Background: an optimization exercise with open tools, aiming at small area, a short achievable clock period and few clock cycles per item. Do not read the settings as production practice. Only simulation tests tie the RTL to the original design; equivalence was not proved. Power is estimated from default activity; no workload was simulated.

**design.v**
```verilog
module qpsk_mimo_modulator #(
    parameter int R_W = 16,
    parameter int Y_W = 20
) (
    input  logic              i_clk,
    input  logic              i_reset_n,
    input  logic              i_r_load,
    input  logic [20*R_W-1:0] i_r,
    input  logic              i_bit_vld,
    input  logic              i_bit,
    output logic              o_bit_rdy,
    output logic              o_vld,
    input  logic              i_rdy,
    output logic [8*Y_W-1:0]  o_y_hat,
    output logic              o_busy
);
    logic [9:0][15:0] ra, rb;
    logic [2:0]       p;           
    logic [2:0]       cnt;         
    logic [6:0]       col;         
    logic [7:0]       x;           
    logic             xv;          
    logic             win;         
    logic             fin;         
    logic             vld;
    logic             rdy;
    logic             busy;
    logic             p0;          
    logic       p7, act, acc, acc8, wr_lo;
    logic [7:3] wr_d;
    logic       xv_n, win_n, vld_n;
    logic [2:0] p_n, cnt_n;
    assign p7    = (p == 3'd7);
    assign act   = (p0 & xv) | win;
    assign acc   = i_bit_vld & rdy;
    assign acc8  = acc & (cnt == 3'd7);
    assign wr_lo = win & (p == 3'd2) & ~vld;
    always_comb
        for (int d = 3; d < 8; d++) wr_d[d] = win & (p == 3'(d));
    assign p_n   = i_r_load ? 3'd0 : p + 3'd1;
    assign cnt_n = acc ? cnt + 3'd1 : cnt;
    assign xv_n  = acc8 | (xv & ~(win & p7));
    assign win_n = act & ~p7 & ~((p == 3'd2) & vld);
    assign vld_n = fin | (vld & ~i_rdy);
    assign o_bit_rdy = rdy;
    assign o_vld     = vld;
    assign o_busy    = busy;
    always_ff @(posedge i_clk or negedge i_reset_n) begin
        if (!i_reset_n) begin
            p    <= '0;
            p0   <= 1'b1;
            cnt  <= '0;
            xv   <= 1'b0;
            win  <= 1'b0;
            fin  <= 1'b0;
            vld  <= 1'b0;
            rdy  <= 1'b1;
            busy <= 1'b0;
        end else begin
            p    <= p_n;
            p0   <= (p_n == 3'd0);
            cnt  <= cnt_n;
            xv   <= xv_n;
            win  <= win_n;
            fin  <= win & p7;
            vld  <= vld_n;
            busy <= xv_n | (win & p7) | vld_n;
            rdy  <= (cnt_n != 3'd7) | ~xv_n | (win_n & (p_n == 3'd7));
        end
    end
    always_ff @(posedge i_clk) begin
        if (i_r_load) begin
            for (int k = 0; k < 10; k++) begin
                ra[k] <= i_r[32*k +: 16] ^ 16'h8000;
                rb[k] <= i_r[32*k+16 +: 16] ^ 16'h8000;
            end
        end else begin
            for (int k = 0; k < 10; k++) begin
                ra[k] <= {ra[k][1:0], ra[k][15:2]};
                rb[k] <= {rb[k][1:0], rb[k][15:2]};
            end
        end
        if (acc) col <= {i_bit, col[6:1]};
        if (acc8) x <= {i_bit, col};
    end
    logic [7:0] g0_u0, g0_u1, g0_ng, g0_si, g0_st, g0_co;
    logic [1:0] g0_dig, g0_dq1, g0_dq2;
    logic [3:0] g0_top;
    logic [19:0] g0_y;
    logic g0_t1, g0_t2, g0_t3, g0_t4, g0_t5, g0_t6, g0_t7, g0_t8, g0_t9, g0_t10, g0_t11, g0_t12, g0_t13, g0_t14, g0_t15, g0_t16, g0_t17, g0_t18, g0_t19, g0_t20, g0_t21, g0_t22, g0_t23, g0_t24, g0_t25, g0_t26, g0_t27, g0_t28, g0_t29, g0_t30, g0_t31, g0_t32;
    logic g0_p1, g0_p2, g0_p3, g0_p4, g0_p5, g0_p6, g0_p7, g0_p8, g0_p9, g0_p10, g0_p11, g0_p12, g0_p13, g0_p14, g0_p15, g0_p16;
    assign g0_u0[0] = ra[0][0] ^ x[0];
    assign g0_u1[0] = ra[0][1] ^ x[0];
    assign g0_ng[0] = x[0];
    assign g0_u0[1] = rb[0][0] ^ ~x[1];
    assign g0_u1[1] = rb[0][1] ^ ~x[1];
    assign g0_ng[1] = ~x[1];
    assign g0_u0[2] = ra[1][0] ^ x[2];
    assign g0_u1[2] = ra[1][1] ^ x[2];
    assign g0_ng[2] = x[2];
    assign g0_u0[3] = rb[1][0] ^ ~x[3];
    assign g0_u1[3] = rb[1][1] ^ ~x[3];
    assign g0_ng[3] = ~x[3];
    assign g0_u0[4] = ra[3][0] ^ x[4];
    assign g0_u1[4] = ra[3][1] ^ x[4];
    assign g0_ng[4] = x[4];
    assign g0_u0[5] = rb[3][0] ^ ~x[5];
    assign g0_u1[5] = rb[3][1] ^ ~x[5];
    assign g0_ng[5] = ~x[5];
    assign g0_u0[6] = ra[6][0] ^ x[6];
    assign g0_u1[6] = ra[6][1] ^ x[6];
    assign g0_ng[6] = x[6];
    assign g0_u0[7] = rb[6][0] ^ ~x[7];
    assign g0_u1[7] = rb[6][1] ^ ~x[7];
    assign g0_ng[7] = ~x[7];
    assign g0_si = p0 ? g0_ng : g0_st;
    assign g0_dig = {g0_t31, g0_t15};
    assign g0_co = {g0_t32, g0_t30, g0_t28, g0_t26, g0_t24, g0_t22, g0_t20, g0_t18};
    assign g0_top = {g0_p15, g0_p13, g0_p11, g0_p7};
    assign {g0_t2, g0_t1} = {1'b0, g0_u0[0]} + {1'b0, g0_u0[1]} + {1'b0, g0_u0[2]};
    assign {g0_t4, g0_t3} = {1'b0, g0_u0[3]} + {1'b0, g0_u0[4]} + {1'b0, g0_u0[5]};
    assign {g0_t6, g0_t5} = {1'b0, g0_u0[6]} + {1'b0, g0_u0[7]} + {1'b0, g0_si[0]};
    assign {g0_t8, g0_t7} = {1'b0, g0_si[1]} + {1'b0, g0_si[2]} + {1'b0, g0_si[3]};
    assign {g0_t10, g0_t9} = {1'b0, g0_si[4]} + {1'b0, g0_si[5]} + {1'b0, g0_si[6]};
    assign {g0_t12, g0_t11} = {1'b0, g0_si[7]} + {1'b0, g0_t1} + {1'b0, g0_t3};
    assign {g0_t14, g0_t13} = {1'b0, g0_t5} + {1'b0, g0_t7} + {1'b0, g0_t9};
    assign {g0_t16, g0_t15} = {1'b0, g0_t11} + {1'b0, g0_t13};
    assign {g0_t18, g0_t17} = {1'b0, g0_u1[0]} + {1'b0, g0_u1[1]} + {1'b0, g0_u1[2]};
    assign {g0_t20, g0_t19} = {1'b0, g0_u1[3]} + {1'b0, g0_u1[4]} + {1'b0, g0_u1[5]};
    assign {g0_t22, g0_t21} = {1'b0, g0_u1[6]} + {1'b0, g0_u1[7]} + {1'b0, g0_t2};
    assign {g0_t24, g0_t23} = {1'b0, g0_t4} + {1'b0, g0_t6} + {1'b0, g0_t8};
    assign {g0_t26, g0_t25} = {1'b0, g0_t10} + {1'b0, g0_t17} + {1'b0, g0_t19};
    assign {g0_t28, g0_t27} = {1'b0, g0_t12} + {1'b0, g0_t14} + {1'b0, g0_t21};
    assign {g0_t30, g0_t29} = {1'b0, g0_t23} + {1'b0, g0_t25} + {1'b0, g0_t16};
    assign {g0_t32, g0_t31} = {1'b0, g0_t27} + {1'b0, g0_t29};
    assign {g0_p2, g0_p1} = {1'b0, g0_st[0]} + {1'b0, g0_st[1]} + {1'b0, g0_st[2]};
    assign {g0_p4, g0_p3} = {1'b0, g0_st[3]} + {1'b0, g0_st[4]} + {1'b0, g0_st[5]};
    assign {g0_p6, g0_p5} = {1'b0, g0_st[6]} + {1'b0, g0_st[7]} + {1'b0, g0_p1};
    assign {g0_p8, g0_p7} = {1'b0, g0_p3} + {1'b0, g0_p5};
    assign {g0_p10, g0_p9} = {1'b0, g0_p2} + {1'b0, g0_p4} + {1'b0, g0_p6};
    assign {g0_p12, g0_p11} = {1'b0, g0_p8} + {1'b0, g0_p9};
    assign {g0_p14, g0_p13} = {1'b0, 1'b1} + {1'b0, g0_p10} + {1'b0, g0_p12};
    assign {g0_p16, g0_p15} = {1'b0, 1'b1} + {1'b0, g0_p14};
    always_ff @(posedge i_clk) begin
        g0_st  <= g0_co;
        g0_dq1 <= g0_dig;
        g0_dq2 <= g0_dq1;
        if (wr_lo) g0_y[5:0] <= {g0_dig, g0_dq1, g0_dq2};
        if (wr_d[3]) g0_y[7:6]   <= g0_dig;
        if (wr_d[4]) g0_y[9:8]   <= g0_dig;
        if (wr_d[5]) g0_y[11:10] <= g0_dig;
        if (wr_d[6]) g0_y[13:12] <= g0_dig;
        if (wr_d[7]) g0_y[15:14] <= g0_dig;
        if (fin) g0_y[19:16] <= g0_top;
    end
    assign o_y_hat[0 +: 20] = g0_y;
    logic [7:0] g1_u0, g1_u1, g1_ng, g1_si, g1_st, g1_co;
    logic [1:0] g1_dig, g1_dq1, g1_dq2;
    logic [3:0] g1_top;
    logic [19:0] g1_y;
    logic g1_t1, g1_t2, g1_t3, g1_t4, g1_t5, g1_t6, g1_t7, g1_t8, g1_t9, g1_t10, g1_t11, g1_t12, g1_t13, g1_t14, g1_t15, g1_t16, g1_t17, g1_t18, g1_t19, g1_t20, g1_t21, g1_t22, g1_t23, g1_t24, g1_t25, g1_t26, g1_t27, g1_t28, g1_t29, g1_t30, g1_t31, g1_t32;
    logic g1_p1, g1_p2, g1_p3, g1_p4, g1_p5, g1_p6, g1_p7, g1_p8, g1_p9, g1_p10, g1_p11, g1_p12, g1_p13, g1_p14, g1_p15, g1_p16;
    assign g1_u0[0] = rb[0][0] ^ x[0];
    assign g1_u1[0] = rb[0][1] ^ x[0];
    assign g1_ng[0] = x[0];
    assign g1_u0[1] = ra[0][0] ^ x[1];
    assign g1_u1[1] = ra[0][1] ^ x[1];
    assign g1_ng[1] = x[1];
    assign g1_u0[2] = rb[1][0] ^ x[2];
    assign g1_u1[2] = rb[1][1] ^ x[2];
    assign g1_ng[2] = x[2];
    assign g1_u0[3] = ra[1][0] ^ x[3];
    assign g1_u1[3] = ra[1][1] ^ x[3];
    assign g1_ng[3] = x[3];
    assign g1_u0[4] = rb[3][0] ^ x[4];
    assign g1_u1[4] = rb[3][1] ^ x[4];
    assign g1_ng[4] = x[4];
    assign g1_u0[5] = ra[3][0] ^ x[5];
    assign g1_u1[5] = ra[3][1] ^ x[5];
    assign g1_ng[5] = x[5];
    assign g1_u0[6] = rb[6][0] ^ x[6];
    assign g1_u1[6] = rb[6][1] ^ x[6];
    assign g1_ng[6] = x[6];
    assign g1_u0[7] = ra[6][0] ^ x[7];
    assign g1_u1[7] = ra[6][1] ^ x[7];
    assign g1_ng[7] = x[7];
    assign g1_si = p0 ? g1_ng : g1_st;
    assign g1_dig = {g1_t31, g1_t15};
    assign g1_co = {g1_t32, g1_t30, g1_t28, g1_t26, g1_t24, g1_t22, g1_t20, g1_t18};
    assign g1_top = {g1_p15, g1_p13, g1_p11, g1_p7};
    assign {g1_t2, g1_t1} = {1'b0, g1_u0[0]} + {1'b0, g1_u0[1]} + {1'b0, g1_u0[2]};
    assign {g1_t4, g1_t3} = {1'b0, g1_u0[3]} + {1'b0, g1_u0[4]} + {1'b0, g1_u0[5]};
    assign {g1_t6, g1_t5} = {1'b0, g1_u0[6]} + {1'b0, g1_u0[7]} + {1'b0, g1_si[0]};
    assign {g1_t8, g1_t7} = {1'b0, g1_si[1]} + {1'b0, g1_si[2]} + {1'b0, g1_si[3]};
    assign {g1_t10, g1_t9} = {1'b0, g1_si[4]} + {1'b0, g1_si[5]} + {1'b0, g1_si[6]};
    assign {g1_t12, g1_t11} = {1'b0, g1_si[7]} + {1'b0, g1_t1} + {1'b0, g1_t3};
    assign {g1_t14, g1_t13} = {1'b0, g1_t5} + {1'b0, g1_t7} + {1'b0, g1_t9};
    assign {g1_t16, g1_t15} = {1'b0, g1_t11} + {1'b0, g1_t13};
    assign {g1_t18, g1_t17} = {1'b0, g1_u1[0]} + {1'b0, g1_u1[1]} + {1'b0, g1_u1[2]};
    assign {g1_t20, g1_t19} = {1'b0, g1_u1[3]} + {1'b0, g1_u1[4]} + {1'b0, g1_u1[5]};
    assign {g1_t22, g1_t21} = {1'b0, g1_u1[6]} + {1'b0, g1_u1[7]} + {1'b0, g1_t2};
    assign {g1_t24, g1_t23} = {1'b0, g1_t4} + {1'b0, g1_t6} + {1'b0, g1_t8};
    assign {g1_t26, g1_t25} = {1'b0, g1_t10} + {1'b0, g1_t17} + {1'b0, g1_t19};
    assign {g1_t28, g1_t27} = {1'b0, g1_t12} + {1'b0, g1_t14} + {1'b0, g1_t21};
    assign {g1_t30, g1_t29} = {1'b0, g1_t23} + {1'b0, g1_t25} + {1'b0, g1_t16};
    assign {g1_t32, g1_t31} = {1'b0, g1_t27} + {1'b0, g1_t29};
    assign {g1_p2, g1_p1} = {1'b0, g1_st[0]} + {1'b0, g1_st[1]} + {1'b0, g1_st[2]};
    assign {g1_p4, g1_p3} = {1'b0, g1_st[3]} + {1'b0, g1_st[4]} + {1'b0, g1_st[5]};
    assign {g1_p6, g1_p5} = {1'b0, g1_st[6]} + {1'b0, g1_st[7]} + {1'b0, g1_p1};
    assign {g1_p8, g1_p7} = {1'b0, g1_p3} + {1'b0, g1_p5};
    assign {g1_p10, g1_p9} = {1'b0, g1_p2} + {1'b0, g1_p4} + {1'b0, g1_p6};
    assign {g1_p12, g1_p11} = {1'b0, g1_p8} + {1'b0, g1_p9};
    assign {g1_p14, g1_p13} = {1'b0, 1'b1} + {1'b0, g1_p10} + {1'b0, g1_p12};
    assign {g1_p16, g1_p15} = {1'b0, 1'b1} + {1'b0, g1_p14};
    always_ff @(posedge i_clk) begin
        g1_st  <= g1_co;
        g1_dq1 <= g1_dig;
        g1_dq2 <= g1_dq1;
        if (wr_lo) g1_y[5:0] <= {g1_dig, g1_dq1, g1_dq2};
        if (wr_d[3]) g1_y[7:6]   <= g1_dig;
        if (wr_d[4]) g1_y[9:8]   <= g1_dig;
        if (wr_d[5]) g1_y[11:10] <= g1_dig;
        if (wr_d[6]) g1_y[13:12] <= g1_dig;
        if (wr_d[7]) g1_y[15:14] <= g1_dig;
        if (fin) g1_y[19:16] <= g1_top;
    end
    assign o_y_hat[20 +: 20] = g1_y;
    logic [5:0] g2_u0, g2_u1, g2_ng, g2_si, g2_st, g2_co;
    logic [1:0] g2_dig, g2_dq1, g2_dq2;
    logic [3:0] g2_top;
    logic [19:0] g2_y;
    logic g2_t1, g2_t2, g2_t3, g2_t4, g2_t5, g2_t6, g2_t7, g2_t8, g2_t9, g2_t10, g2_t11, g2_t12, g2_t13, g2_t14, g2_t15, g2_t16, g2_t17, g2_t18, g2_t19, g2_t20, g2_t21, g2_t22, g2_t23, g2_t24;
    logic g2_p1, g2_p2, g2_p3, g2_p4, g2_p5, g2_p6, g2_p7, g2_p8, g2_p9, g2_p10, g2_p11, g2_p12;
    assign g2_u0[0] = ra[2][0] ^ x[2];
    assign g2_u1[0] = ra[2][1] ^ x[2];
    assign g2_ng[0] = x[2];
    assign g2_u0[1] = rb[2][0] ^ ~x[3];
    assign g2_u1[1] = rb[2][1] ^ ~x[3];
    assign g2_ng[1] = ~x[3];
    assign g2_u0[2] = ra[4][0] ^ x[4];
    assign g2_u1[2] = ra[4][1] ^ x[4];
    assign g2_ng[2] = x[4];
    assign g2_u0[3] = rb[4][0] ^ ~x[5];
    assign g2_u1[3] = rb[4][1] ^ ~x[5];
    assign g2_ng[3] = ~x[5];
    assign g2_u0[4] = ra[7][0] ^ x[6];
    assign g2_u1[4] = ra[7][1] ^ x[6];
    assign g2_ng[4] = x[6];
    assign g2_u0[5] = rb[7][0] ^ ~x[7];
    assign g2_u1[5] = rb[7][1] ^ ~x[7];
    assign g2_ng[5] = ~x[7];
    assign g2_si = p0 ? g2_ng : g2_st;
    assign g2_dig = {g2_t23, g2_t11};
    assign g2_co = {g2_t24, g2_t22, g2_t20, g2_t18, g2_t16, g2_t14};
    assign g2_top = {g2_p11, g2_p9, g2_p7, g2_p5};
    assign {g2_t2, g2_t1} = {1'b0, g2_u0[0]} + {1'b0, g2_u0[1]} + {1'b0, g2_u0[2]};
    assign {g2_t4, g2_t3} = {1'b0, g2_u0[3]} + {1'b0, g2_u0[4]} + {1'b0, g2_u0[5]};
    assign {g2_t6, g2_t5} = {1'b0, g2_si[0]} + {1'b0, g2_si[1]} + {1'b0, g2_si[2]};
    assign {g2_t8, g2_t7} = {1'b0, g2_si[3]} + {1'b0, g2_si[4]} + {1'b0, g2_si[5]};
    assign {g2_t10, g2_t9} = {1'b0, g2_t1} + {1'b0, g2_t3} + {1'b0, g2_t5};
    assign {g2_t12, g2_t11} = {1'b0, g2_t7} + {1'b0, g2_t9};
    assign {g2_t14, g2_t13} = {1'b0, g2_u1[0]} + {1'b0, g2_u1[1]} + {1'b0, g2_u1[2]};
    assign {g2_t16, g2_t15} = {1'b0, g2_u1[3]} + {1'b0, g2_u1[4]} + {1'b0, g2_u1[5]};
    assign {g2_t18, g2_t17} = {1'b0, g2_t2} + {1'b0, g2_t4} + {1'b0, g2_t6};
    assign {g2_t20, g2_t19} = {1'b0, g2_t8} + {1'b0, g2_t13} + {1'b0, g2_t15};
    assign {g2_t22, g2_t21} = {1'b0, g2_t10} + {1'b0, g2_t17} + {1'b0, g2_t19};
    assign {g2_t24, g2_t23} = {1'b0, g2_t12} + {1'b0, g2_t21};
    assign {g2_p2, g2_p1} = {1'b0, g2_st[0]} + {1'b0, g2_st[1]} + {1'b0, g2_st[2]};
    assign {g2_p4, g2_p3} = {1'b0, g2_st[3]} + {1'b0, g2_st[4]} + {1'b0, g2_st[5]};
    assign {g2_p6, g2_p5} = {1'b0, 1'b1} + {1'b0, g2_p1} + {1'b0, g2_p3};
    assign {g2_p8, g2_p7} = {1'b0, g2_p2} + {1'b0, g2_p4} + {1'b0, g2_p6};
    assign {g2_p10, g2_p9} = {1'b0, 1'b1} + {1'b0, g2_p8};
    assign {g2_p12, g2_p11} = {1'b0, 1'b1} + {1'b0, g2_p10};
    always_ff @(posedge i_clk) begin
        g2_st  <= g2_co;
        g2_dq1 <= g2_dig;
        g2_dq2 <= g2_dq1;
        if (wr_lo) g2_y[5:0] <= {g2_dig, g2_dq1, g2_dq2};
        if (wr_d[3]) g2_y[7:6]   <= g2_dig;
        if (wr_d[4]) g2_y[9:8]   <= g2_dig;
        if (wr_d[5]) g2_y[11:10] <= g2_dig;
        if (wr_d[6]) g2_y[13:12] <= g2_dig;
        if (wr_d[7]) g2_y[15:14] <= g2_dig;
        if (fin) g2_y[19:16] <= g2_top;
    end
    assign o_y_hat[40 +: 20] = g2_y;
    logic [5:0] g3_u0, g3_u1, g3_ng, g3_si, g3_st, g3_co;
    logic [1:0] g3_dig, g3_dq1, g3_dq2;
    logic [3:0] g3_top;
    logic [19:0] g3_y;
    logic g3_t1, g3_t2, g3_t3, g3_t4, g3_t5, g3_t6, g3_t7, g3_t8, g3_t9, g3_t10, g3_t11, g3_t12, g3_t13, g3_t14, g3_t15, g3_t16, g3_t17, g3_t18, g3_t19, g3_t20, g3_t21, g3_t22, g3_t23, g3_t24;
    logic g3_p1, g3_p2, g3_p3, g3_p4, g3_p5, g3_p6, g3_p7, g3_p8, g3_p9, g3_p10, g3_p11, g3_p12;
    assign g3_u0[0] = rb[2][0] ^ x[2];
    assign g3_u1[0] = rb[2][1] ^ x[2];
    assign g3_ng[0] = x[2];
    assign g3_u0[1] = ra[2][0] ^ x[3];
    assign g3_u1[1] = ra[2][1] ^ x[3];
    assign g3_ng[1] = x[3];
    assign g3_u0[2] = rb[4][0] ^ x[4];
    assign g3_u1[2] = rb[4][1] ^ x[4];
    assign g3_ng[2] = x[4];
    assign g3_u0[3] = ra[4][0] ^ x[5];
    assign g3_u1[3] = ra[4][1] ^ x[5];
    assign g3_ng[3] = x[5];
    assign g3_u0[4] = rb[7][0] ^ x[6];
    assign g3_u1[4] = rb[7][1] ^ x[6];
    assign g3_ng[4] = x[6];
    assign g3_u0[5] = ra[7][0] ^ x[7];
    assign g3_u1[5] = ra[7][1] ^ x[7];
    assign g3_ng[5] = x[7];
    assign g3_si = p0 ? g3_ng : g3_st;
    assign g3_dig = {g3_t23, g3_t11};
    assign g3_co = {g3_t24, g3_t22, g3_t20, g3_t18, g3_t16, g3_t14};
    assign g3_top = {g3_p11, g3_p9, g3_p7, g3_p5};
    assign {g3_t2, g3_t1} = {1'b0, g3_u0[0]} + {1'b0, g3_u0[1]} + {1'b0, g3_u0[2]};
    assign {g3_t4, g3_t3} = {1'b0, g3_u0[3]} + {1'b0, g3_u0[4]} + {1'b0, g3_u0[5]};
    assign {g3_t6, g3_t5} = {1'b0, g3_si[0]} + {1'b0, g3_si[1]} + {1'b0, g3_si[2]};
    assign {g3_t8, g3_t7} = {1'b0, g3_si[3]} + {1'b0, g3_si[4]} + {1'b0, g3_si[5]};
    assign {g3_t10, g3_t9} = {1'b0, g3_t1} + {1'b0, g3_t3} + {1'b0, g3_t5};
    assign {g3_t12, g3_t11} = {1'b0, g3_t7} + {1'b0, g3_t9};
    assign {g3_t14, g3_t13} = {1'b0, g3_u1[0]} + {1'b0, g3_u1[1]} + {1'b0, g3_u1[2]};
    assign {g3_t16, g3_t15} = {1'b0, g3_u1[3]} + {1'b0, g3_u1[4]} + {1'b0, g3_u1[5]};
    assign {g3_t18, g3_t17} = {1'b0, g3_t2} + {1'b0, g3_t4} + {1'b0, g3_t6};
    assign {g3_t20, g3_t19} = {1'b0, g3_t8} + {1'b0, g3_t13} + {1'b0, g3_t15};
    assign {g3_t22, g3_t21} = {1'b0, g3_t10} + {1'b0, g3_t17} + {1'b0, g3_t19};
    assign {g3_t24, g3_t23} = {1'b0, g3_t12} + {1'b0, g3_t21};
    assign {g3_p2, g3_p1} = {1'b0, g3_st[0]} + {1'b0, g3_st[1]} + {1'b0, g3_st[2]};
    assign {g3_p4, g3_p3} = {1'b0, g3_st[3]} + {1'b0, g3_st[4]} + {1'b0, g3_st[5]};
    assign {g3_p6, g3_p5} = {1'b0, 1'b1} + {1'b0, g3_p1} + {1'b0, g3_p3};
    assign {g3_p8, g3_p7} = {1'b0, g3_p2} + {1'b0, g3_p4} + {1'b0, g3_p6};
    assign {g3_p10, g3_p9} = {1'b0, 1'b1} + {1'b0, g3_p8};
    assign {g3_p12, g3_p11} = {1'b0, 1'b1} + {1'b0, g3_p10};
    always_ff @(posedge i_clk) begin
        g3_st  <= g3_co;
        g3_dq1 <= g3_dig;
        g3_dq2 <= g3_dq1;
        if (wr_lo) g3_y[5:0] <= {g3_dig, g3_dq1, g3_dq2};
        if (wr_d[3]) g3_y[7:6]   <= g3_dig;
        if (wr_d[4]) g3_y[9:8]   <= g3_dig;
        if (wr_d[5]) g3_y[11:10] <= g3_dig;
        if (wr_d[6]) g3_y[13:12] <= g3_dig;
        if (wr_d[7]) g3_y[15:14] <= g3_dig;
        if (fin) g3_y[19:16] <= g3_top;
    end
    assign o_y_hat[60 +: 20] = g3_y;
    logic [3:0] g4_u0, g4_u1, g4_ng, g4_si, g4_st, g4_co;
    logic [1:0] g4_dig, g4_dq1, g4_dq2;
    logic [3:0] g4_top;
    logic [19:0] g4_y;
    logic g4_t1, g4_t2, g4_t3, g4_t4, g4_t5, g4_t6, g4_t7, g4_t8, g4_t9, g4_t10, g4_t11, g4_t12, g4_t13, g4_t14, g4_t15, g4_t16;
    logic g4_p1, g4_p2, g4_p3, g4_p4, g4_p5, g4_p6, g4_p7, g4_p8, g4_p9, g4_p10;
    assign g4_u0[0] = ra[5][0] ^ x[4];
    assign g4_u1[0] = ra[5][1] ^ x[4];
    assign g4_ng[0] = x[4];
    assign g4_u0[1] = rb[5][0] ^ ~x[5];
    assign g4_u1[1] = rb[5][1] ^ ~x[5];
    assign g4_ng[1] = ~x[5];
    assign g4_u0[2] = ra[8][0] ^ x[6];
    assign g4_u1[2] = ra[8][1] ^ x[6];
    assign g4_ng[2] = x[6];
    assign g4_u0[3] = rb[8][0] ^ ~x[7];
    assign g4_u1[3] = rb[8][1] ^ ~x[7];
    assign g4_ng[3] = ~x[7];
    assign g4_si = p0 ? g4_ng : g4_st;
    assign g4_dig = {g4_t15, g4_t7};
    assign g4_co = {g4_t16, g4_t14, g4_t12, g4_t10};
    assign g4_top = {g4_p9, g4_p7, g4_p5, g4_p3};
    assign {g4_t2, g4_t1} = {1'b0, g4_u0[0]} + {1'b0, g4_u0[1]} + {1'b0, g4_u0[2]};
    assign {g4_t4, g4_t3} = {1'b0, g4_u0[3]} + {1'b0, g4_si[0]} + {1'b0, g4_si[1]};
    assign {g4_t6, g4_t5} = {1'b0, g4_si[2]} + {1'b0, g4_si[3]} + {1'b0, g4_t1};
    assign {g4_t8, g4_t7} = {1'b0, g4_t3} + {1'b0, g4_t5};
    assign {g4_t10, g4_t9} = {1'b0, g4_u1[0]} + {1'b0, g4_u1[1]} + {1'b0, g4_u1[2]};
    assign {g4_t12, g4_t11} = {1'b0, g4_u1[3]} + {1'b0, g4_t2} + {1'b0, g4_t4};
    assign {g4_t14, g4_t13} = {1'b0, g4_t9} + {1'b0, g4_t6} + {1'b0, g4_t11};
    assign {g4_t16, g4_t15} = {1'b0, g4_t8} + {1'b0, g4_t13};
    assign {g4_p2, g4_p1} = {1'b0, g4_st[0]} + {1'b0, g4_st[1]} + {1'b0, g4_st[2]};
    assign {g4_p4, g4_p3} = {1'b0, g4_st[3]} + {1'b0, g4_p1};
    assign {g4_p6, g4_p5} = {1'b0, 1'b1} + {1'b0, g4_p2} + {1'b0, g4_p4};
    assign {g4_p8, g4_p7} = {1'b0, 1'b1} + {1'b0, g4_p6};
    assign {g4_p10, g4_p9} = {1'b0, 1'b1} + {1'b0, g4_p8};
    always_ff @(posedge i_clk) begin
        g4_st  <= g4_co;
        g4_dq1 <= g4_dig;
        g4_dq2 <= g4_dq1;
        if (wr_lo) g4_y[5:0] <= {g4_dig, g4_dq1, g4_dq2};
        if (wr_d[3]) g4_y[7:6]   <= g4_dig;
        if (wr_d[4]) g4_y[9:8]   <= g4_dig;
        if (wr_d[5]) g4_y[11:10] <= g4_dig;
        if (wr_d[6]) g4_y[13:12] <= g4_dig;
        if (wr_d[7]) g4_y[15:14] <= g4_dig;
        if (fin) g4_y[19:16] <= g4_top;
    end
    assign o_y_hat[80 +: 20] = g4_y;
    logic [3:0] g5_u0, g5_u1, g5_ng, g5_si, g5_st, g5_co;
    logic [1:0] g5_dig, g5_dq1, g5_dq2;
    logic [3:0] g5_top;
    logic [19:0] g5_y;
    logic g5_t1, g5_t2, g5_t3, g5_t4, g5_t5, g5_t6, g5_t7, g5_t8, g5_t9, g5_t10, g5_t11, g5_t12, g5_t13, g5_t14, g5_t15, g5_t16;
    logic g5_p1, g5_p2, g5_p3, g5_p4, g5_p5, g5_p6, g5_p7, g5_p8, g5_p9, g5_p10;
    assign g5_u0[0] = rb[5][0] ^ x[4];
    assign g5_u1[0] = rb[5][1] ^ x[4];
    assign g5_ng[0] = x[4];
    assign g5_u0[1] = ra[5][0] ^ x[5];
    assign g5_u1[1] = ra[5][1] ^ x[5];
    assign g5_ng[1] = x[5];
    assign g5_u0[2] = rb[8][0] ^ x[6];
    assign g5_u1[2] = rb[8][1] ^ x[6];
    assign g5_ng[2] = x[6];
    assign g5_u0[3] = ra[8][0] ^ x[7];
    assign g5_u1[3] = ra[8][1] ^ x[7];
    assign g5_ng[3] = x[7];
    assign g5_si = p0 ? g5_ng : g5_st;
    assign g5_dig = {g5_t15, g5_t7};
    assign g5_co = {g5_t16, g5_t14, g5_t12, g5_t10};
    assign g5_top = {g5_p9, g5_p7, g5_p5, g5_p3};
    assign {g5_t2, g5_t1} = {1'b0, g5_u0[0]} + {1'b0, g5_u0[1]} + {1'b0, g5_u0[2]};
    assign {g5_t4, g5_t3} = {1'b0, g5_u0[3]} + {1'b0, g5_si[0]} + {1'b0, g5_si[1]};
    assign {g5_t6, g5_t5} = {1'b0, g5_si[2]} + {1'b0, g5_si[3]} + {1'b0, g5_t1};
    assign {g5_t8, g5_t7} = {1'b0, g5_t3} + {1'b0, g5_t5};
    assign {g5_t10, g5_t9} = {1'b0, g5_u1[0]} + {1'b0, g5_u1[1]} + {1'b0, g5_u1[2]};
    assign {g5_t12, g5_t11} = {1'b0, g5_u1[3]} + {1'b0, g5_t2} + {1'b0, g5_t4};
    assign {g5_t14, g5_t13} = {1'b0, g5_t9} + {1'b0, g5_t6} + {1'b0, g5_t11};
    assign {g5_t16, g5_t15} = {1'b0, g5_t8} + {1'b0, g5_t13};
    assign {g5_p2, g5_p1} = {1'b0, g5_st[0]} + {1'b0, g5_st[1]} + {1'b0, g5_st[2]};
    assign {g5_p4, g5_p3} = {1'b0, g5_st[3]} + {1'b0, g5_p1};
    assign {g5_p6, g5_p5} = {1'b0, 1'b1} + {1'b0, g5_p2} + {1'b0, g5_p4};
    assign {g5_p8, g5_p7} = {1'b0, 1'b1} + {1'b0, g5_p6};
    assign {g5_p10, g5_p9} = {1'b0, 1'b1} + {1'b0, g5_p8};
    always_ff @(posedge i_clk) begin
        g5_st  <= g5_co;
        g5_dq1 <= g5_dig;
        g5_dq2 <= g5_dq1;
        if (wr_lo) g5_y[5:0] <= {g5_dig, g5_dq1, g5_dq2};
        if (wr_d[3]) g5_y[7:6]   <= g5_dig;
        if (wr_d[4]) g5_y[9:8]   <= g5_dig;
        if (wr_d[5]) g5_y[11:10] <= g5_dig;
        if (wr_d[6]) g5_y[13:12] <= g5_dig;
        if (wr_d[7]) g5_y[15:14] <= g5_dig;
        if (fin) g5_y[19:16] <= g5_top;
    end
    assign o_y_hat[100 +: 20] = g5_y;
    logic [1:0] g6_u0, g6_u1, g6_ng, g6_si, g6_st, g6_co;
    logic [1:0] g6_dig, g6_dq1, g6_dq2;
    logic [3:0] g6_top;
    logic [19:0] g6_y;
    logic g6_t1, g6_t2, g6_t3, g6_t4, g6_t5, g6_t6, g6_t7, g6_t8;
    logic g6_p1, g6_p2, g6_p3, g6_p4, g6_p5, g6_p6, g6_p7, g6_p8;
    assign g6_u0[0] = ra[9][0] ^ x[6];
    assign g6_u1[0] = ra[9][1] ^ x[6];
    assign g6_ng[0] = x[6];
    assign g6_u0[1] = rb[9][0] ^ ~x[7];
    assign g6_u1[1] = rb[9][1] ^ ~x[7];
    assign g6_ng[1] = ~x[7];
    assign g6_si = p0 ? g6_ng : g6_st;
    assign g6_dig = {g6_t7, g6_t3};
    assign g6_co = {g6_t8, g6_t6};
    assign g6_top = {g6_p7, g6_p5, g6_p3, g6_p1};
    assign {g6_t2, g6_t1} = {1'b0, g6_u0[0]} + {1'b0, g6_u0[1]} + {1'b0, g6_si[0]};
    assign {g6_t4, g6_t3} = {1'b0, g6_si[1]} + {1'b0, g6_t1};
    assign {g6_t6, g6_t5} = {1'b0, g6_u1[0]} + {1'b0, g6_u1[1]} + {1'b0, g6_t2};
    assign {g6_t8, g6_t7} = {1'b0, g6_t4} + {1'b0, g6_t5};
    assign {g6_p2, g6_p1} = {1'b0, g6_st[0]} + {1'b0, g6_st[1]} + {1'b0, 1'b1};
    assign {g6_p4, g6_p3} = {1'b0, 1'b1} + {1'b0, g6_p2};
    assign {g6_p6, g6_p5} = {1'b0, 1'b1} + {1'b0, g6_p4};
    assign {g6_p8, g6_p7} = {1'b0, 1'b1} + {1'b0, g6_p6};
    always_ff @(posedge i_clk) begin
        g6_st  <= g6_co;
        g6_dq1 <= g6_dig;
        g6_dq2 <= g6_dq1;
        if (wr_lo) g6_y[5:0] <= {g6_dig, g6_dq1, g6_dq2};
        if (wr_d[3]) g6_y[7:6]   <= g6_dig;
        if (wr_d[4]) g6_y[9:8]   <= g6_dig;
        if (wr_d[5]) g6_y[11:10] <= g6_dig;
        if (wr_d[6]) g6_y[13:12] <= g6_dig;
        if (wr_d[7]) g6_y[15:14] <= g6_dig;
        if (fin) g6_y[19:16] <= g6_top;
    end
    assign o_y_hat[120 +: 20] = g6_y;
    logic [1:0] g7_u0, g7_u1, g7_ng, g7_si, g7_st, g7_co;
    logic [1:0] g7_dig, g7_dq1, g7_dq2;
    logic [3:0] g7_top;
    logic [19:0] g7_y;
    logic g7_t1, g7_t2, g7_t3, g7_t4, g7_t5, g7_t6, g7_t7, g7_t8;
    logic g7_p1, g7_p2, g7_p3, g7_p4, g7_p5, g7_p6, g7_p7, g7_p8;
    assign g7_u0[0] = rb[9][0] ^ x[6];
    assign g7_u1[0] = rb[9][1] ^ x[6];
    assign g7_ng[0] = x[6];
    assign g7_u0[1] = ra[9][0] ^ x[7];
    assign g7_u1[1] = ra[9][1] ^ x[7];
    assign g7_ng[1] = x[7];
    assign g7_si = p0 ? g7_ng : g7_st;
    assign g7_dig = {g7_t7, g7_t3};
    assign g7_co = {g7_t8, g7_t6};
    assign g7_top = {g7_p7, g7_p5, g7_p3, g7_p1};
    assign {g7_t2, g7_t1} = {1'b0, g7_u0[0]} + {1'b0, g7_u0[1]} + {1'b0, g7_si[0]};
    assign {g7_t4, g7_t3} = {1'b0, g7_si[1]} + {1'b0, g7_t1};
    assign {g7_t6, g7_t5} = {1'b0, g7_u1[0]} + {1'b0, g7_u1[1]} + {1'b0, g7_t2};
    assign {g7_t8, g7_t7} = {1'b0, g7_t4} + {1'b0, g7_t5};
    assign {g7_p2, g7_p1} = {1'b0, g7_st[0]} + {1'b0, g7_st[1]} + {1'b0, 1'b1};
    assign {g7_p4, g7_p3} = {1'b0, 1'b1} + {1'b0, g7_p2};
    assign {g7_p6, g7_p5} = {1'b0, 1'b1} + {1'b0, g7_p4};
    assign {g7_p8, g7_p7} = {1'b0, 1'b1} + {1'b0, g7_p6};
    always_ff @(posedge i_clk) begin
        g7_st  <= g7_co;
        g7_dq1 <= g7_dig;
        g7_dq2 <= g7_dq1;
        if (wr_lo) g7_y[5:0] <= {g7_dig, g7_dq1, g7_dq2};
        if (wr_d[3]) g7_y[7:6]   <= g7_dig;
        if (wr_d[4]) g7_y[9:8]   <= g7_dig;
        if (wr_d[5]) g7_y[11:10] <= g7_dig;
        if (wr_d[6]) g7_y[13:12] <= g7_dig;
        if (wr_d[7]) g7_y[15:14] <= g7_dig;
        if (fin) g7_y[19:16] <= g7_top;
    end
    assign o_y_hat[140 +: 20] = g7_y;
endmodule
```
**constraint.sdc**
```tcl
create_clock -name core_clock -period 12.0 [get_ports {i_clk}]
set_input_delay 2.4000 -clock core_clock [delete_from_list [all_inputs] [get_ports {i_clk}]]
set_output_delay 2.4000 -clock core_clock [all_outputs]
set_load 0.01 [all_outputs]
```
**run.sh**
```bash
#!/bin/bash
# synth_recipe.tcl (not shown) runs the flow's synth.tcl, then flattens the netlist and writes it again
# the make line also repeats each setting of config.mk as NAME=value (left out here)
make -C /OpenROAD-flow-scripts/flow DESIGN_CONFIG=/design/flow/config.mk WORK_HOME=/design/flow/orfs CLKGATE_MAP_FILE= SYNTH_SCRIPT=/design/flow/synth_recipe.tcl finish
```
**config.mk**
```make
export PLATFORM = sky130hd
export DESIGN_NAME = qpsk_mimo_modulator
export DESIGN_NICKNAME = qpsk_mimo_modulator
export VERILOG_FILES = /design/flow/design.v
export SDC_FILE = /design/flow/constraint.sdc
export NUM_CORES = 4
export LEC_CHECK = 0
export CAP_MARGIN = 50
export CORE_MARGIN = 2
export CORE_UTILIZATION = 60
export CTS_BUF_LIST = sky130_fd_sc_hd__clkbuf_16
export CTS_CLUSTER_DIAMETER = 100
export CTS_CLUSTER_SIZE = 25
export SETUP_SLACK_MARGIN = 5
export SLEW_MARGIN = 60
```
==> results.yml, run 1 <==
yosys:
  synthSimpleGateAreaFrac_pct: 0.964
  synth_mux_area_share_pct: 16.6
  synth_edf_count: 167
  synth_top_family_by_area: "multiplexers"
  ys_warn_count: 1
  synth.distinct_cells: 33
  synthCells: 1377
  synth.area.top_cells: "dfxtp_1, edfxtp_1, mux2_2"
  synth_compound_area_share_pct: 1.62
  syn_avg_cell_area_sq_um: 15.3
  synth_top_area_share_pct: 37.3
  yosysSeqAreaShare_pct: 62.7
  synth_area_sq_um: 21000
  synth_xor_area_share_pct: 3.37
  async_reset_ff_share_pct: 2.27
  synth_most_common_cell: "dfxtp_1"
  synth_top_flop_cell: "dfxtp_1"
  ys_ff_latch: 572
  synthAdderAreaFrac_pct: 9.88
  synth_nets: 1821
  synth_largest_area_cell: "dfxtp_1"
  netlist_top_cells_count: "dfxtp_1, mux2_2, edfxtp_1"
cts:
  cts_tree: "built"
  cts_buffers: 26
  cts-resized-gates: 0
  clkSinkCount: 572
  clk_latency_ns: 0.58
  postCtsSetupBuffers: 0
  hold_buffers: 0
  clkTransAtPathRegs_ns: 0.09
  root_buffer: "clkbuf_16"
  htree_levels: 1
  cts_buffer_depth: 3
floorplanning:
  io_pins: 489
  dieArea_sq_um: 36600
  start_util_pct: 60.9
  fp.dieH_um: 191
  num_rows: 68
  die_width_um: 191
  core_sq_um: 34500
placed_design:
  placedInstanceArea_sq_um: 26200
  io_buffers: 488
  place.gp.congestion: 0.805
  dp_hpwl_um: 35300
global_route:
  grt_pass1_wl_um: 68600
  grt_pass1_vias: 12275
  antenna_found_initial: 10
  grt_max_degree: 85
  grt.total_usage_pct: 24.9
  overflow: 0
setup_path:
  startpoint_type: "register"
  cp.depth: 1
  crit_path_start: "rdy$_DFF_PN1_"
  crit_arrival_ns: 1.68
  rr_startpoint: "p0$_DFF_PN1_"
  cp-end-kind: "primary output"
  slowest_stage: "dfstp_2"
  path_class: "reg2out"
  cp_cell_sequence: "clkdlybuf4s50_1"
  worstSetupEndpoint: "o_bit_rdy"
  reg2reg_to: "g1_y[7]$_DFFE_PP_"
  critPathRequiredTime_ns: 9.60
  rrSetupSlack_ns: 8.11
  critPathTopFamily: "flip-flops"
  r2r.worst_path.cells: 11
  cp_max_fo: 4
  crit_buf_inv: 1
  cpPeakStageDelay_ns: 0.56
drt:
  route.detailed.drc: 0
  vias: 11619
  dr.pass1.iters: 4
  via_per_inst: 5.01
  ant_nets: 0
  postRouteWirelength_um: 45400
  wl_per_cell_um: 19.6
  drt_iter0_drc: 487
worst_hold_path:
  min_path_type: "reg2reg"
  hold_depth: 0
layout:
  stdcell_area_sq_um: 26900
  drive_gt1_share_pct: 19.3
  nFillCells: 2168
  syn_to_final_growth_pct: 28.2
  multiInputGateArea_sq_um: 6840
  nets: 2290
  seqCellArea_sq_um: 13200
pwr:
  power.density_nw_per_um2: 214
  p_leak_nw: 10.7
  ir_drop_mv: 0.205
timing:
  finalSetupTns_ns: 0
  drv_slew: 0
  setup_viol: 0
  finalHoldViolCount: 0
  tightest_slew_ns: 0.513
  rsz0062_at_grt: "false"
  fmax_mhz: 245
  relSlewSlack_pct: 65.8
  period_minus_slack_ns: 4.08
  fin_skew_ns: 0.0201
  fin_crit_sh_pct: 34.0
status:
  outcome: "timing/DRC/antenna clean"
flow_run:
  max_cap_viol_count: 0
==> worst min-delay path by stage <==
stage | to | slack (ns) | startpoint
after CTS | g0_dq2[0]$_DFF_P_ | 0.36 | g0_dq1[0]$_DFF_P_
after floorplan | g0_dq2[0]$_DFF_P_ | 0.33 | g0_dq1[0]$_DFF_P_
after detailed placement | g5_dq2[0]$_DFF_P_ | 0.34 | g5_dq1[0]$_DFF_P_
after global routing | g6_dq2[1]$_DFF_P_ | 0.37 | g6_dq1[1]$_DFF_P_
after global placement | g1_dq2[0]$_DFF_P_ | 0.33 | g1_dq1[0]$_DFF_P_
final | g0_dq2[0]$_DFF_P_ | 0.36 | g0_dq1[0]$_DFF_P_
==> worst reg2reg max path, delay by kind of cell, from the launching register on <==
family                   cells  cell delay (ns)
AO/OA/AOI/OAI                1             0.22
adder cells (fa/ha/maj)      5             1.94
AND/OR/NAND/NOR              1             0.33
flip-flops                   1             0.83
buffers and inverters        4             0.26
==> metal layers <==
| layer | part of all wire [%] | track usage [%] |
|---|---|---|
| met2 | 51 | 44.6 |
| met3 | 8.6 | 7.31 |
| met4 | 2.4 | 6.04 |
| met1 | 38 | 29.4 |
| met5 | 0.18 | 0 |
==> sequential cells by signal, summed over array words and instances, names as in the netlist, 19 cells and up <==
name  count
g0_y     20
g1_y     20
g2_y     19
g3_y     19
g4_y     19
g5_y     19
ra      160
rb      160
==> placed cells by master (no fill, tap or decap), types with 2 or more instances in the layout <==
master	n
clkdlybuf4s50_1	486
dfxtp_1	392
mux2_2	301
edfxtp_1	167
inv_1	144
fa_1	80
xor2_1	46
ha_1	38
xnor2_1	35
a21oi_1	27
clkbuf_16	27
nor2_1	25
a21boi_0	13
o21ai_0	12
mux2i_1	10
dfrtp_1	10
buf_4	7
nand2_1	6
buf_6	4
diode_2	3
and3_2	3
buf_16	3
inv_2	2
a21o_1	2
buf_12	2
==> final cells by class <==
type / instances / share of cell area (%)
sequential: 572 / 49.0
multi-input combinational: 610 / 25.4
timing repair buffer: 504 / 18.9
clock buffer: 27 / 2.51
tap: 455 / 2.11
inverter: 132 / 1.84
clock inverter: 15 / 0.214
antenna: 3 / 0.0279
==> through the flow <==
stage               hold slack (ns)  std cells  util, %  worst slack [ns]  power, W
floorplan                     0.327       1377        -              6.17   0.00400
global placement              0.327       2259     75.3              7.48   0.00471
detailed placement            0.337       2272     75.8              7.79   0.00483
CTS                           0.356       2314     77.9              7.86   0.00580
global route                  0.367       2317     78.0              7.85   0.00614
finish                        0.355       2318     78.0              7.92   0.00575
==> power breakdown <==
group | switching, W | leakage, nW | internal (W)
clock | 0.000562 | 0.411 | 0.000408
combinational | 0.00107 | 5.29 | 0.000812
sequential | 0.000155 | 4.97 | 0.00275
==> kinds of logic (layout without fill, tap and decap cells) <==
logic type,after synthesis,count (layout)
other,0,3
flip-flops,572,572
buffers and inverters,195,678
AND/OR/NAND/NOR,43,43
multiplexers,311,311
adder cells (fa/ha/maj),118,118
XOR/XNOR,81,81
AO/OA/AOI/OAI,57,57
Testbench counts, summed over its fixed seeds: cycles 4,448, items 512.
==> run 2: changes to the inputs <==
==> flow/run.sh (new file) <==
#!/bin/bash
# Standard ORFS layout (the standard.sh) with two changes to how it is built:
#  - ports are buffered with buf_2 cells instead of the resizer's default pick
#  - timing repair aims for 8.5 ns of setup slack beyond the SDC's (the SDC is unchanged)
export BUFFER_PORTS_ARGS="-buffer_cell sky130_fd_sc_hd__buf_2"
export SETUP_SLACK_MARGIN=8.5
bash standard.sh > standard.log 2>&1
==> standard.sh (new file) <==
#!/bin/bash
# synth_recipe.tcl (not shown) runs the flow's synth.tcl, then flattens the netlist and writes it again
# the make line also repeats each setting of config.mk as NAME=value (left out here)
make -C /OpenROAD-flow-scripts/flow DESIGN_CONFIG=/design/flow/config.mk WORK_HOME=/design/flow/orfs CLKGATE_MAP_FILE= SYNTH_SCRIPT=/design/flow/synth_recipe.tcl "${@:-finish}"
--- a/config.mk
+++ b/config.mk
@@ -7,9 +7,8 @@
 export LEC_CHECK = 0
 export CAP_MARGIN = 50
 export CORE_MARGIN = 2
-export CORE_UTILIZATION = 60
+export CORE_UTILIZATION = 40
 export CTS_BUF_LIST = sky130_fd_sc_hd__clkbuf_16
 export CTS_CLUSTER_DIAMETER = 100
-export CTS_CLUSTER_SIZE = 25
-export SETUP_SLACK_MARGIN = 5
+export CTS_CLUSTER_SIZE = 30
 export SLEW_MARGIN = 60
removed: run.sh
==> run 2 against run 1 <==
- largest power group unchanged
- via count up 0.90%
- sequential power is essentially flat
- synthesized area stayed put
- clock skew increased by 0.0067 ns
- global-route usage is 7.8 points lower
- utilization down 29 points
==> results.yml, run 2 <==
yosys:
  synth_largest_area_cell: "dfxtp_1"
  ys_warn_count: 1
  ys_ff_latch: 572
  synthCells: 1377
  synth.area.top_cells: "dfxtp_1, edfxtp_1, mux2_2"
  synth_edf_count: 167
  synth_area_sq_um: 21000
  synthAdderAreaFrac_pct: 9.88
  syn_avg_cell_area_sq_um: 15.3
  synth_most_common_cell: "dfxtp_1"
  synth_mux_area_share_pct: 16.6
  netlist_top_cells_count: "dfxtp_1, mux2_2, edfxtp_1"
  synth_xor_area_share_pct: 3.37
  synthSimpleGateAreaFrac_pct: 0.964
  async_reset_ff_share_pct: 2.27
  synth_top_flop_cell: "dfxtp_1"
  synth_top_family_by_area: "multiplexers"
  yosysSeqAreaShare_pct: 62.7
  synth_compound_area_share_pct: 1.62
  synth_nets: 1821
  synth.distinct_cells: 33
  synth_top_area_share_pct: 37.3
layout:
  nFillCells: 4563
  layout.cells.non_filler: 2577
  nets: 2309
  multiInputGateArea_sq_um: 6930
  drive_gt1_share_pct: 47.4
  seqCellArea_sq_um: 13200
  final_cell_mix: "buf_2, dfxtp_1, mux2_2"
  syn_to_final_growth_pct: 21.2
  reg_top3: "ra: 160 flops, rb: 160 flops"
  final_common_cell: "buf_2"
timing:
  rsz0062_at_grt: "true"
  tightest_slew_ns: 0.511
  period_minus_slack_ns: 3.67
  finalSetupTns_ns: 0
  setup_viol: 0
  relSlewSlack_pct: 65.9
  drv_slew: 0
  fmax_mhz: 273
  finalHoldViolCount: 0
  fin_crit_sh_pct: 30.6
  fin_skew_ns: 0.0269
cts:
  clk_latency_ns: 0.60
  cts_buffer_depth: 3
  clkTransAtPathRegs_ns: 0.11
  htree_levels: 1
  hold_buffers: 0
  cts_tree: "built"
  clkSinkCount: 572
  cts_buffers: 25
  root_buffer: "clkbuf_16"
setup_path:
  slowest_stage: "dfstp_2"
  critPathTopFamily: "flip-flops"
  startpoint_type: "register"
  path_class: "reg2out"
  cpPeakStageDelay_ns: 0.56
  critPathRequiredTime_ns: 9.60
  rrSetupSlack_ns: 8.59
  cp_max_fo: 2
  cp_cell_sequence: "buf_6"
  r2r.worst_path.cells: 10
  reg2reg_to: "g0_y[11]$_DFFE_PP_"
  cp-end-kind: "primary output"
  rr_startpoint: "p0$_DFF_PN1_"
  crit_arrival_ns: 1.27
  crit_buf_inv: 1
pwr:
  p_sw_w: 0.00188
  p_int_w: 0.00398
  switching_share_pct: 32.1
  p_leak_nw: 11.0
  clock_power_share_pct: 17.6
  pwr-share-seq_pct: 49.3
  power_frac_comb_pct: 33.1
  ir_drop_mv: 0.235
  power.density_nw_per_um2: 230
worst_hold_path:
  hold_path.startpoint: "g4_dq1[1]$_DFF_P_"
  min_to: "g4_dq2[1]$_DFF_P_"
  hold_depth: 0
  min_path_type: "reg2reg"
global_route:
  antenna_found_initial: 27
  overflow: 0
  grt_pass1_wl_um: 69900
  grt_max_degree: 63
  grt_pass1_vias: 12018
  grt.total_usage_pct: 17.0
floorplanning:
  num_rows: 84
  fp.dieH_um: 233
  core_sq_um: 52200
  start_util_pct: 40.2
  dieArea_sq_um: 54400
  io_pins: 489
  die_width_um: 233
drt:
  vias: 11723
  met3_length_um: 3850
  met2_wirelength_um: 22500
  route.detailed.drc: 0
  dr.pass1.iters: 4
  via_per_inst: 4.55
  postRouteWirelength_um: 47500
  drt_iter0_drc: 417
  wl_met1_um: 19500
  ant_nets: 0
  wl_per_cell_um: 18.4
  topRoutingLayerUsed: "met5"
placed_design:
  place.gp.congestion: 0.785
  dp.cells: 2503
  dp_hpwl_um: 35800
  io_buffers: 488
status:
  outcome: "timing/DRC/antenna clean"
flow_run:
  max_cap_viol_count: 0
[run 2: final cells by class]
| type | count | area share [%] |
|---|---|---|
| sequential | 572 | 51.8 |
| multi-input combinational | 610 | 27.2 |
| timing repair buffer | 524 | 12.5 |
| tap | 688 | 3.38 |
| clock buffer | 26 | 2.55 |
| inverter | 132 | 1.97 |
| clock inverter | 16 | 0.526 |
| antenna | 9 | 0.0884 |
[run 2: timing repair]
item	CTS	global route
setup endpoints to repair	398	254
gates cloned	9	1
buffers inserted	5	8
pin swaps	0	8
resized for setup	21	38
[run 2: per-stage QoR]
| step | cell area, sq um | power (W) | setup WS [ns] | hold slack (ns) | util (%) |
|---|---|---|---|---|---|
| 3_3_place_gp | 23900 | 0.00467 | 6.91 | 0.330 | 45.8 |
| 4_1_cts | 25200 | 0.00591 | 8.29 | 0.353 | 48.3 |
| 6_report | 25500 | 0.00586 | 8.33 | 0.351 | 48.8 |
| 3_5_place_dp | 24000 | 0.00474 | 7.17 | 0.333 | 46.0 |
| 2_1_floorplan | 21000 | 0.00400 | 8.58 | 0.327 | - |
| 5_1_grt | 25500 | 0.00629 | 8.29 | 0.360 | 48.8 |
[run 2: logic make-up (layout without fill, tap and decap cells)]
logic type                 after synthesis  count (layout)
AOI/OAI and AO/OA                       57              57
other                                    0               9
xor gates and xnor gates                81              81
buffers and inverters                  195             698
DFF                                    572             572
adders and majority gates              118             118
muxes                                  311             311
and+or+nand+nor                         43              43
[run 2: how the worst max path moves through the flow]
stage	depth (start not counted)	to	from	slack, ns
after global placement	4	rb[140]$_DFF_P_	i_r_load	6.91
after floorplan	11	g1_y[11]$_DFFE_PP_	p0$_DFF_PN1_	8.58
final	1	o_bit_rdy	rdy$_DFF_PN1_	8.33
after detailed placement	7	ra[130]$_DFF_P_	i_r_load	7.17
after CTS	1	o_bit_rdy	rdy$_DFF_PN1_	8.29
after global routing	1	o_bit_rdy	rdy$_DFF_PN1_	8.29
[run 2: layer usage]
| metal | vias up | GRT usage, % |
|---|---|---|
| li1 | 5564 | - |
| met1 | 5652 | 20.9 |
| met2 | 376 | 28.5 |
| met3 | 101 | 5.74 |
| met4 | 30 | 4.84 |
| met5 | - | 0 |
[run 2: power by group through the flow]
stage	sequential, W	combinational (W)	clock, W
after floorplan	0.00291	0.00109	0
after global placement	0.00294	0.00173	0
after detailed placement	0.00295	0.00179	0
after CTS	0.00290	0.00194	0.00108
after global routing	0.00293	0.00223	0.00114
final	0.00289	0.00194	0.00103
==> run 3: changes to the inputs <==
--- a/config.mk
+++ b/config.mk
@@ -7,8 +7,8 @@
 export LEC_CHECK = 0
 export CAP_MARGIN = 50
 export CORE_MARGIN = 2
-export CORE_UTILIZATION = 40
-export CTS_BUF_LIST = sky130_fd_sc_hd__clkbuf_16
-export CTS_CLUSTER_DIAMETER = 100
-export CTS_CLUSTER_SIZE = 30
+export CORE_UTILIZATION = 60
+export CTS_BUF_LIST = sky130_fd_sc_hd__clkbuf_16 sky130_fd_sc_hd__clkbuf_8
+export CTS_CLUSTER_DIAMETER = 60
+export CTS_CLUSTER_SIZE = 20
 export SLEW_MARGIN = 60
==> run 3 against run 2 <==
- still clean
- die area is 33% lower
- fmax up 2.5%
- clock-buffer cell count up 15
- clock power rose by 28%
- via count rose by 1.6%
- utilization is 26 points higher
- sequential share of layout area down 0.64 points
- global-route usage up 8.2 points
- synthesized cell count unchanged
- total power is 5.9% higher
- combinational power rose by 3%
==> results.yml, run 3 <==
timing:
  setup_viol: 0
  fin_skew_ns: 0.0140
  fin_ws_ns: 8.42
  fin_crit_sh_pct: 29.8
  finalSetupTns_ns: 0
  drv_slew: 0
  tightest_slew_ns: 0.485
  rsz0062_at_grt: "true"
  fmax_mhz: 279
  timing.hold.ws_ns: 0.349
  relSlewSlack_pct: 67.6
  finalHoldViolCount: 0
  period_minus_slack_ns: 3.58
layout:
  drive_gt1_share_pct: 47.9
  nFillCells: 2320
  nets: 2332
  syn_to_final_growth_pct: 22.7
  final_cell_mix: "buf_2, dfxtp_1, mux2_2"
  final_common_cell: "buf_2"
  reg_top3: "ra: 160 flops, rb: 160 flops"
  seqCellArea_sq_um: 13200
  multiInputGateArea_sq_um: 6950
worst_hold_path:
  hold_depth: 0
  hold_path.startpoint: "g3_dq1[1]$_DFF_P_"
  min_to: "g3_dq2[1]$_DFF_P_"
  min_path_type: "reg2reg"
yosys:
  yosysSeqAreaShare_pct: 62.7
  synth_area_sq_um: 21000
  async_reset_ff_share_pct: 2.27
  synth_edf_count: 167
  synth_xor_area_share_pct: 3.37
  synthCells: 1377
  synth_nets: 1821
  synth_most_common_cell: "dfxtp_1"
  synthSimpleGateAreaFrac_pct: 0.964
  synth.area.top_cells: "dfxtp_1, edfxtp_1, mux2_2"
  synth_largest_area_cell: "dfxtp_1"
  synth_top_area_share_pct: 37.3
  synth_mux_area_share_pct: 16.6
  synthAdderAreaFrac_pct: 9.88
  ys_warn_count: 1
  synth_top_flop_cell: "dfxtp_1"
  synth_compound_area_share_pct: 1.62
  netlist_top_cells_count: "dfxtp_1, mux2_2, edfxtp_1"
  synth.distinct_cells: 33
  syn_avg_cell_area_sq_um: 15.3
  ys_ff_latch: 572
  synth_top_family_by_area: "multiplexers"
floorplanning:
  start_util_pct: 60.9
  io_pins: 489
  die_width_um: 191
  dieArea_sq_um: 36600
  fp.dieH_um: 191
  core_sq_um: 34500
  num_rows: 68
drt:
  wl_per_cell_um: 19.4
  ant_nets: 0
  route.detailed.drc: 0
  vias: 11907
  postRouteWirelength_um: 46200
  via_per_inst: 5.00
  drt_iter0_drc: 463
  dr.pass1.iters: 4
setup_path:
  critPathRequiredTime_ns: 9.60
  reg2reg_to: "g1_y[11]$_DFFE_PP_"
  cpPeakStageDelay_ns: 0.55
  startpoint_type: "register"
  cp.depth: 1
  cp_max_fo: 2
  rr_startpoint: "p0$_DFF_PN1_"
  path_class: "reg2out"
  crit_buf_inv: 1
  cp_cell_sequence: "buf_6"
  critPathTopFamily: "flip-flops"
  crit_arrival_ns: 1.18
  slowest_stage: "dfstp_2"
  r2r.worst_path.cells: 11
  rrSetupSlack_ns: 8.55
  cp-end-kind: "primary output"
global_route:
  grt_max_degree: 49
  grt_pass1_wl_um: 69300
  grt_pass1_vias: 12375
  antenna_found_initial: 24
  grt.total_usage_pct: 25.2
  overflow: 0
cts:
  clkTransAtPathRegs_ns: 0.08
  cts_buffer_depth: 3
  clkSinkCount: 572
  hold_buffers: 0
  htree_levels: 2
  cts_buffers: 38
  cts_tree: "built"
  clk_latency_ns: 0.54
  root_buffer: "clkbuf_16"
placed_design:
  place_ws_ns: 7.12
  place.gp.congestion: 0.821
  io_buffers: 488
  dp_hpwl_um: 33700
status:
  outcome: "timing/DRC/antenna clean"
pwr:
  ir_drop_mv: 0.277
  p_leak_nw: 11.3
  power.density_nw_per_um2: 241
flow_run:
  max_cap_viol_count: 0
## run 3: cell types whose count changed in the layout (fill, tap and decap cells not counted), moves of 3 or more
cell       change
buf_12         +3
bufbuf_16      +3
clkbuf_16     +14
inv_1          +5
buf_4          +5
## run 3: worst max-delay path by stage
stage | startpoint | endpoint | slack (ns)
finish | rdy$_DFF_PN1_ | o_bit_rdy | 8.42
detailed placement | i_r_load | rb[135]$_DFF_P_ | 7.12
global placement | i_r_load | rb[141]$_DFF_P_ | 7.45
CTS | g6_y[18]$_DFFE_PP_ | o_y_hat[137] | 8.40
global route | g6_y[18]$_DFFE_PP_ | o_y_hat[139] | 8.38
floorplan | p0$_DFF_PN1_ | g1_y[11]$_DFFE_PP_ | 8.58
## run 3: repair_timing
action	4_1_cts	5_1_grt
setup buffers	7	12
pin swaps	0	4
setup endpoints to repair	241	91
cloned	11	0
resized for setup	20	36
## run 3: stage by stage
stage / std cells / power, W / instance area [sq um] / utilization, %
after floorplan: 1377 / 0.00400 / 21000 / -
after global placement: 2259 / 0.00458 / 23600 / 68.2
after detailed placement: 2273 / 0.00471 / 23800 / 68.8
after CTS: 2357 / 0.00615 / 25500 / 73.9
after global routing: 2376 / 0.00665 / 25800 / 74.6
final: 2380 / 0.00621 / 25800 / 74.7
## run 3: logic make-up (layout without fill, tap and decap cells)
logic type | after synthesis | in the layout
DFF | 572 | 572
muxes | 311 | 311
buffers and inverters | 195 | 732
adders and majority gates | 118 | 118
xor gates and xnor gates | 81 | 81
AOI/OAI and AO/OA | 57 | 57
and+or+nand+nor | 43 | 43
other | 0 | 11
## run 3: layout make-up
type	instances	share of cell area [%]
sequential	572	51.2
antenna	11	0.107
tap	455	2.21
inverter	132	1.94
timing repair buffer	534	12.8
multi-input combinational	610	26.9
clock inverter	25	0.805
clock buffer	41	3.98
## run 3: where the power goes
group	switching [W]	internal [W]	total (W)
Sequential	0.000148	0.00274	0.00289
Combinational	0.00113	0.000867	0.00200
Clock	0.000644	0.000673	0.00132
## run 3: per-layer routing
metal,track usage (%),vias to the layer above,wire length (um)
met1,30.3,5758,18000
met2,44.4,405,23200
met5,0,-,152
met4,5.56,26,797
li1,-,5639,-
met3,8.02,79,4050
==> run 4: changes to the inputs <==
==> flow/run.sh (replaced) <==
#!/bin/bash
# Standard ORFS layout (the standard.sh) with two changes to how it is built:
#  - ports are buffered with buf_1 cells instead of the resizer's default pick
#  - timing repair aims for 8.5 ns of setup slack beyond the SDC's (the SDC is unchanged)
export BUFFER_PORTS_ARGS="-buffer_cell sky130_fd_sc_hd__buf_1"
export SETUP_SLACK_MARGIN=8.5
bash standard.sh > standard.log 2>&1
--- a/config.mk
+++ b/config.mk
@@ -8,7 +8,7 @@
 export CAP_MARGIN = 50
 export CORE_MARGIN = 2
 export CORE_UTILIZATION = 60
-export CTS_BUF_LIST = sky130_fd_sc_hd__clkbuf_16 sky130_fd_sc_hd__clkbuf_8
-export CTS_CLUSTER_DIAMETER = 60
-export CTS_CLUSTER_SIZE = 20
+export CTS_BUF_LIST = sky130_fd_sc_hd__clkbuf_16
+export CTS_CLUSTER_DIAMETER = 100
+export CTS_CLUSTER_SIZE = 30
 export SLEW_MARGIN = 60
==> run 4 against run 3 <==
- global-route usage decreased by 1.4 points
- non-clock buffer count decreased by 10
- design area decreased by 5.2%
- largest cell class unchanged
- via count decreased by 2.2%
- first-iteration DRC count increased by 9.9%
- synthesized area unchanged
- critical path type unchanged
- wire length decreased by 4.2%
- critical path depth unchanged
- total power decreased by 8.3%
- highest routed layer unchanged
- clock power decreased by about 30%
- still clean
- synthesized cell count unchanged
- worst hold slack got worse by 0.0013 ns
==> results.yml, run 4 <==
layout:
  syn_to_final_growth_pct: 16.3
  reg_top3: "ra: 160 flops, rb: 160 flops"
  seqCellArea_sq_um: 13200
  final_cell_mix: "dfxtp_1, buf_1, mux2_2"
  drive_gt1_share_pct: 28.6
  nFillCells: 2541
  nets: 2307
  final_common_cell: "dfxtp_1"
  multiInputGateArea_sq_um: 6980
global_route:
  overflow: 0
  grt_pass1_wl_um: 66000
  grt_max_degree: 55
  grt.total_usage_pct: 23.9
  grt_pass1_vias: 11796
  antenna_found_initial: 10
yosys:
  synth_top_area_share_pct: 37.3
  synth.area.top_cells: "dfxtp_1, edfxtp_1, mux2_2"
  ys_warn_count: 1
  synth_top_flop_cell: "dfxtp_1"
  synth_nets: 1821
  synth.distinct_cells: 33
  synth_area_sq_um: 21000
  async_reset_ff_share_pct: 2.27
  ys_ff_latch: 572
  synth_most_common_cell: "dfxtp_1"
  synth_largest_area_cell: "dfxtp_1"
  yosysSeqAreaShare_pct: 62.7
  netlist_top_cells_count: "dfxtp_1, mux2_2, edfxtp_1"
  synthCells: 1377
  synth_edf_count: 167
  syn_avg_cell_area_sq_um: 15.3
setup_path:
  path_class: "reg2out"
  slowest_stage: "dfstp_2"
  cp-end-kind: "primary output"
  critPathRequiredTime_ns: 9.60
  startpoint_type: "register"
  crit_buf_inv: 1
  r2r.worst_path.cells: 12
  cp.depth: 1
  crit_arrival_ns: 1.21
  critPathTopFamily: "flip-flops"
  cp_max_fo: 2
  cp_cell_sequence: "buf_6"
  cpPeakStageDelay_ns: 0.55
floorplanning:
  start_util_pct: 60.9
  fp.dieH_um: 191
  io_pins: 489
  num_rows: 68
  core_sq_um: 34500
  die_width_um: 191
  dieArea_sq_um: 36600
pwr:
  p_leak_nw: 9.86
  power.total_w: 0.00569
  power.density_nw_per_um2: 233
  ir_drop_mv: 0.284
timing:
  finalSetupTns_ns: 0
  rsz0062_at_grt: "true"
  setup_viol: 0
  period_minus_slack_ns: 3.61
  tightest_slew_ns: 0.496
  drv_slew: 0
  fin_crit_sh_pct: 30.1
  relSlewSlack_pct: 66.9
  fin_ws_ns: 8.39
  fmax_mhz: 277
  fin_skew_ns: 0.0352
  finalHoldViolCount: 0
cts:
  cts_buffer_depth: 3
  root_buffer: "clkbuf_16"
  clk_latency_ns: 0.56
  cts_buffers: 23
  clkSinkCount: 572
  cts_tree: "built"
  htree_levels: 1
  clkTransAtPathRegs_ns: 0.11
  hold_buffers: 0
status:
  outcome: "timing/DRC/antenna clean"
drt:
  dr.pass1.iters: 7
  ant_nets: 0
  via_per_inst: 4.99
  postRouteWirelength_um: 44200
  route.detailed.drc: 0
  wl_per_cell_um: 19.0
  vias: 11643
  drt_iter0_drc: 509
worst_hold_path:
  hold_depth: 0
  min_path_type: "reg2reg"
placed_design:
  place_ws_ns: 7.61
  place.gp.congestion: 0.793
  dp_hpwl_um: 33200
  io_buffers: 488
flow_run:
  max_cap_viol_count: 0
-- run 4: cell types whose count changed in the layout (fill, tap and decap cells not counted), moves of 3 or more --
cell,previous run,this run
clkbuf_2,0,109
buf_1,0,350
o21ai_2,2,5
buf_2,477,21
diode_2,11,3
clkbuf_16,41,25
bufbuf_16,10,2
buf_16,7,4
-- run 4: cells by family after synthesis --
family / share of synthesized area, %
fa+ha+maj: 9.88
flops: 62.7
simple gates: 0.964
compound gates: 1.62
mux: 16.6
xor+xnor: 3.37
buf+inv: 4.83
-- run 4: where the power goes --
group	internal [W]	switching [W]	total [W]
logic	0.000790	0.00109	0.00188
clock network	0.000357	0.000562	0.000919
registers	0.00274	0.000149	0.00289
-- run 4: layer usage --
metal	vias to the layer above	track usage, %	wire length, um
li1	5551	-	-
met1	5607	29.0	17000
met2	394	40.9	21600
met3	75	8.11	4240
met4	16	5.98	1200
met5	-	0	101
-- run 4: final timing paths --
kind / startpoint / to / slack, ns
worst max register to register: p0$_DFF_PN1_ / g0_y[15]$_DFFE_PP_ / 8.57
worst max-delay path: rdy$_DFF_PN1_ / o_bit_rdy / 8.39
worst min-delay path: g7_dq1[1]$_DFF_P_ / g7_dq2[1]$_DFF_P_ / 0.35
min in group asynchronous: i_reset_n / cnt[1]$_DFF_PN0_ / 1.71
worst min register to register: g7_dq1[1]$_DFF_P_ / g7_dq2[1]$_DFF_P_ / 0.35
max in group asynchronous: i_reset_n / rdy$_DFF_PN1_ / 10.00
-- run 4: area by class of cell --
| class | count | area share [%] |
|---|---|---|
| diodes | 3 | 0.0307 |
| clock buffers | 23 | 2.35 |
| clock inverters | 12 | 0.292 |
| inverters | 132 | 2.05 |
| multi-input cells | 610 | 28.6 |
| flip-flops and latches | 572 | 54.0 |
| well taps | 455 | 2.33 |
| repair buffers | 524 | 10.4 |
-- run 4: stage by stage --
| step | utilization (%) | cell area [sq um] | instances | hold slack [ns] |
|---|---|---|---|---|
| 5_1_grt | 70.8 | 24400 | 2328 | 0.355 |
| 4_1_cts | 69.8 | 24100 | 2322 | 0.347 |
| 2_1_floorplan | - | 21000 | 1377 | 0.327 |
| 3_5_place_dp | 67.0 | 23200 | 2274 | 0.333 |
| 3_3_place_gp | 66.5 | 23000 | 2260 | 0.328 |
| 6_report | 70.8 | 24400 | 2331 | 0.347 |
-- run 4: repair_timing --
action                     in CTS  in global routing
setup endpoints to repair     203                198
gates cloned                    4                  1
pin swaps                       1                  9
resized for setup              48                148
buffers inserted                9                  5

## static timing again, ports no longer ideal
How much do the figures lean on ideal ports? The routed layouts below were timed once more, with nothing changed but the port constraints.
Step 1: set_driving_cell puts a clkbuf_16 on i_clk and a buf_2 on each other input, an assumption about the parent block.
Step 2 also shifts input and output timing later by t, the mid clock arrival at the registers, as if the neighbouring blocks saw the same clock.
Slacks: ideal / step 1 / step 2; pairs: ideal / step 1.
run | shift t [ns] | setup WS [ns] | worst setup path at the end
run 1 | 0.619 | 7.918 / 7.865 / 7.773 | input to register
run 2 | 0.635 | 8.332 / 8.278 / 7.895 | input to register
run 3 | 0.582 | 8.422 / 8.370 / 7.911 | input to register
run 4 | 0.601 | 8.391 / 8.339 / 7.948 | input to register
After both steps every run listed still meets setup and hold. The setup slack of run 3, which loses most, moves by -0.052 ns with the drivers and by -0.511 ns with both steps.
